This is an optimization exercise on Yosys and OpenROAD, whose aim is small area and a short achievable clock period, not a production implementation. Only simulation tests tie the RTL to the original design; equivalence was not proved.

== run 1 ==
Design servo_frontend, start of the top module:
module servo_frontend (
	input  logic         clk1,
	input  logic         i_rst_n,
	input  logic [127:0] i_cfg,
	input  logic [32:0]  i_adc,
	input  logic [24:0]  i_dac,
	output logic [3:0]   o_afe,
	output logic [72:0]  o_filt,
	output logic [2:0]   o_spi,
	output logic         o_ldac_n,
	output logic         o_dac_credit
);
Size: ~5400 cells after synthesis, roughly 270 I/O pins, roughly 61000 um^2 of cells after synthesis.
Settings: LEC_CHECK=0, ABC_AREA=0, CAP_MARGIN=20, CORE_MARGIN=2, CORE_UTILIZATION=40, CTS_BUF_LIST=sky130_fd_sc_hd__clkbuf_4, SLEW_MARGIN=20, SYNTH_HIERARCHICAL=1, SYNTH_MINIMUM_KEEP_SIZE=0; clock period 11.5 ns.
standard.sh (not shown) runs the stock make flow with config.mk's settings and CLKGATE_MAP_FILE= SYNTH_SCRIPT=/design/flow/synth_recipe.tcl, a recipe that flattens the netlist after the stock synthesis.
==> flow/flow/run.sh <==
#!/bin/bash
# Standard layout (the standard.sh, standard synthesis unchanged), with
# - a tighter setup target for ORFS's timing repair (repair_timing
#   -setup_margin); the clock period and constraints stay the standard flow's,
# - every input and output port buffered with a buf_1 instead of the
#   larger cell buffer_ports picks by itself.
set -euo pipefail
export SETUP_SLACK_MARGIN=6.42
export BUFFER_PORTS_ARGS="-buffer_cell sky130_fd_sc_hd__buf_1"
bash standard.sh finish > standard.log 2>&1
Run 1 ran to completion and came out clean on the timing, design-rule and antenna checks.
> inputs changed (run 1 -> run 2)
Settings: swapping sky130_fd_sc_hd__clkbuf_4 for sky130_fd_sc_hd__clkbuf_8 in CTS_BUF_LIST.
-- flow/flow/run.sh --
<<< run 1, line 7
set -euo pipefail
export SETUP_SLACK_MARGIN=6.42
export BUFFER_PORTS_ARGS="-buffer_cell sky130_fd_sc_hd__buf_1"
>>> run 2, line 7
set -euo pipefail
export SETUP_SLACK_MARGIN=6.5
export BUFFER_PORTS_ARGS="-buffer_cell sky130_fd_sc_hd__buf_1"
--- outcome ---
- Fraction of area in registers: run 2 vs run 1 down 0.31 points
- The lower minimum hold slack of run 2 and run 1 is in run 2.
- On period utilization, run 2 and run 1 are basically level.
- From run 1 to run 2, area of the die did not move at all.
- Summary: minimum clock period after layout, run 2 better than run 1
- Summary of run 2 over run 1: number of clock sinks roughly the same.
- Run 2 reached the final stage; the timing, design-rule and antenna checks on its layout passed.
- Sum of met2 wire segment lengths after detailed routing: run 2 and run 1 compared, lower one is run 1
### run 2 -> run 3
-- flow/flow/run.sh --
<<< run 2, line 7
set -euo pipefail
export SETUP_SLACK_MARGIN=6.5
export BUFFER_PORTS_ARGS="-buffer_cell sky130_fd_sc_hd__buf_1"
>>> run 3, line 7
set -euo pipefail
export SETUP_SLACK_MARGIN=6.2
export BUFFER_PORTS_ARGS="-buffer_cell sky130_fd_sc_hd__buf_1"
Findings:
- Run 3 completed every stage of the flow, and the final layout passed the timing, design-rule and antenna checks.
- Looking only at layout overhead on the synthesized area, and setting everything else aside, the higher value of run 2 and run 3 goes to run 2.
- | final worst-path cycle share | lower: run 2 |
- Slowest cell on the critical path: sky130_fd_sc_hd__fa_2 -> run 2, sky130_fd_sc_hd__fa_1 -> run 3
- [run 3 vs run 2] largest fanout of any net on the critical path: higher in run 3
- Of run 2 and run 3, run 3 shows the lower post-cts gate resize count, with run 2 above it.
- In the tables for run 2 and run 3, global routing met3 resource utilization reads higher with run 2.
- When the final numbers for run 2 and run 3 were put side by side, the utilization turned out to be smaller in run 3.
- Comparing run 2 and run 3, sequential share of layout area is higher on run 3.
Modified inputs, run 4 compared to run 3
-- flow/flow/run.sh --
<<< run 3, line 7
set -euo pipefail
export SETUP_SLACK_MARGIN=6.2
export BUFFER_PORTS_ARGS="-buffer_cell sky130_fd_sc_hd__buf_1"
>>> run 4, line 7
set -euo pipefail
export SETUP_SLACK_MARGIN=6.1
export BUFFER_PORTS_ARGS="-buffer_cell sky130_fd_sc_hd__buf_1"
Results
On first-pass GRT wire length, run 3 and run 4 are neck and neck.
The hold slack was comparable across run 3 and run 4.
Comparing the two runs side by side, run 4 comes out ahead of run 3 on cell area.
[compare] base=run 3 new=run 4: post-route fraction of the period consumed by the critical path picked up an extra 0.42 points; total track usage neither gained nor lost much; via count lost 187; final worst setup slack lost 48 ps.
Run 4 -> run 3: count of filler cells inserted in the layout flat
Input changes introduced in run 5 (baseline for comparison: run 4):
Settings: CTS_BUF_LIST changed from sky130_fd_sc_hd__clkbuf_8 to sky130_fd_sc_hd__clkbuf_4.
-- flow/flow/run.sh --
<<< run 4, line 7
set -euo pipefail
export SETUP_SLACK_MARGIN=6.1
export BUFFER_PORTS_ARGS="-buffer_cell sky130_fd_sc_hd__buf_1"
>>> run 5, line 7
set -euo pipefail
export SETUP_SLACK_MARGIN=6.35
export BUFFER_PORTS_ARGS="-buffer_cell sky130_fd_sc_hd__buf_1"
Run 4 ended up with u_adc_path.g_chan[0].u_iir.y_n[18]$_DFF_P_ as its critical path capture point; run 5 ended up with u_adc_path.g_chan[0].u_iir.y_prev[23]$_DFF_P_.
NOTE: source-to-sink clock delay at the later pin of the worst-skew pair in run 5 exceeds that of run 4
Compared to run 4, the router laid down more metal wire for run 5.
The following lists how run 6 was set up differently from run 5:
Settings: swapping sky130_fd_sc_hd__clkbuf_4 for sky130_fd_sc_hd__clkbuf_8 in CTS_BUF_LIST.
-- flow/flow/run.sh --
<<< run 5, line 7
set -euo pipefail
export SETUP_SLACK_MARGIN=6.35
export BUFFER_PORTS_ARGS="-buffer_cell sky130_fd_sc_hd__buf_1"
>>> run 6, line 7
set -euo pipefail
export SETUP_SLACK_MARGIN=6.42
export BUFFER_PORTS_ARGS="-buffer_cell sky130_fd_sc_hd__buf_1"
==> comparison <==
Number of sequential cells in the layout: run 5 vs run 6 identical. Run 6 — data arrival time at the worst-slack endpoint 440 ps lower, run 5 as reference. Highest clock rate grows by a few percent when moving from run 5 to run 6. The run with more routed wire is run 6, not run 5. Diff run 5 -> run 6: final worst setup slack went up 100 ps; global-route wire length before repair increased by about 0.4% relative to the old numbers. Comparing run 5 and run 6, the lower required time reported for the critical path endpoint was measured on run 6. Run 6 was carried through to the last stage, and its layout satisfied the timing, design-rule and antenna checks. For the final area, run 6 came in 1.6% higher than run 5 did.

-- afterwards: timing with drivers on the ports --
In the flow no input, the clock included, has a driving cell. The finished layouts below were timed again as built, in two steps. Step 1 (the two cells are an assumption about what drives the block):
set clk [get_ports {clk1}]
set_driving_cell -lib_cell sky130_fd_sc_hd__clkbuf_16 $clk
set_driving_cell -lib_cell sky130_fd_sc_hd__buf_2 [delete_from_list [all_inputs] $clk]
Step 2 also shifts input and output timing later by t, the mid clock arrival at the registers, as if the neighbouring blocks saw the same clock. a / b / c = ideal / step 1 / step 2; a / b = the first two.
| run | t (ns) | setup slack, ns | clock arrival spread, ns |
|---|---|---|---|
| run 1 | 1.219 | 6.449 / 6.449 / 5.721 | 0.111 / 0.111 |
| run 2 | 0.911 | 6.459 / 6.459 / 5.793 | 0.058 / 0.057 |
| run 3 | 0.918 | 6.216 / 6.216 / 5.757 | 0.054 / 0.055 |
| run 4 | 0.922 | 6.168 / 6.168 / 5.759 | 0.056 / 0.056 |
| run 5 | 1.201 | 6.398 / 6.398 / 5.744 | 0.116 / 0.116 |
| run 6 | 0.924 | 6.502 / 6.502 / 5.746 | 0.055 / 0.054 |
After both steps setup and hold are still met in every run listed. For run 6, which loses most, drivers alone change the setup slack by 0.000 ns; drivers and shift together by -0.756 ns.
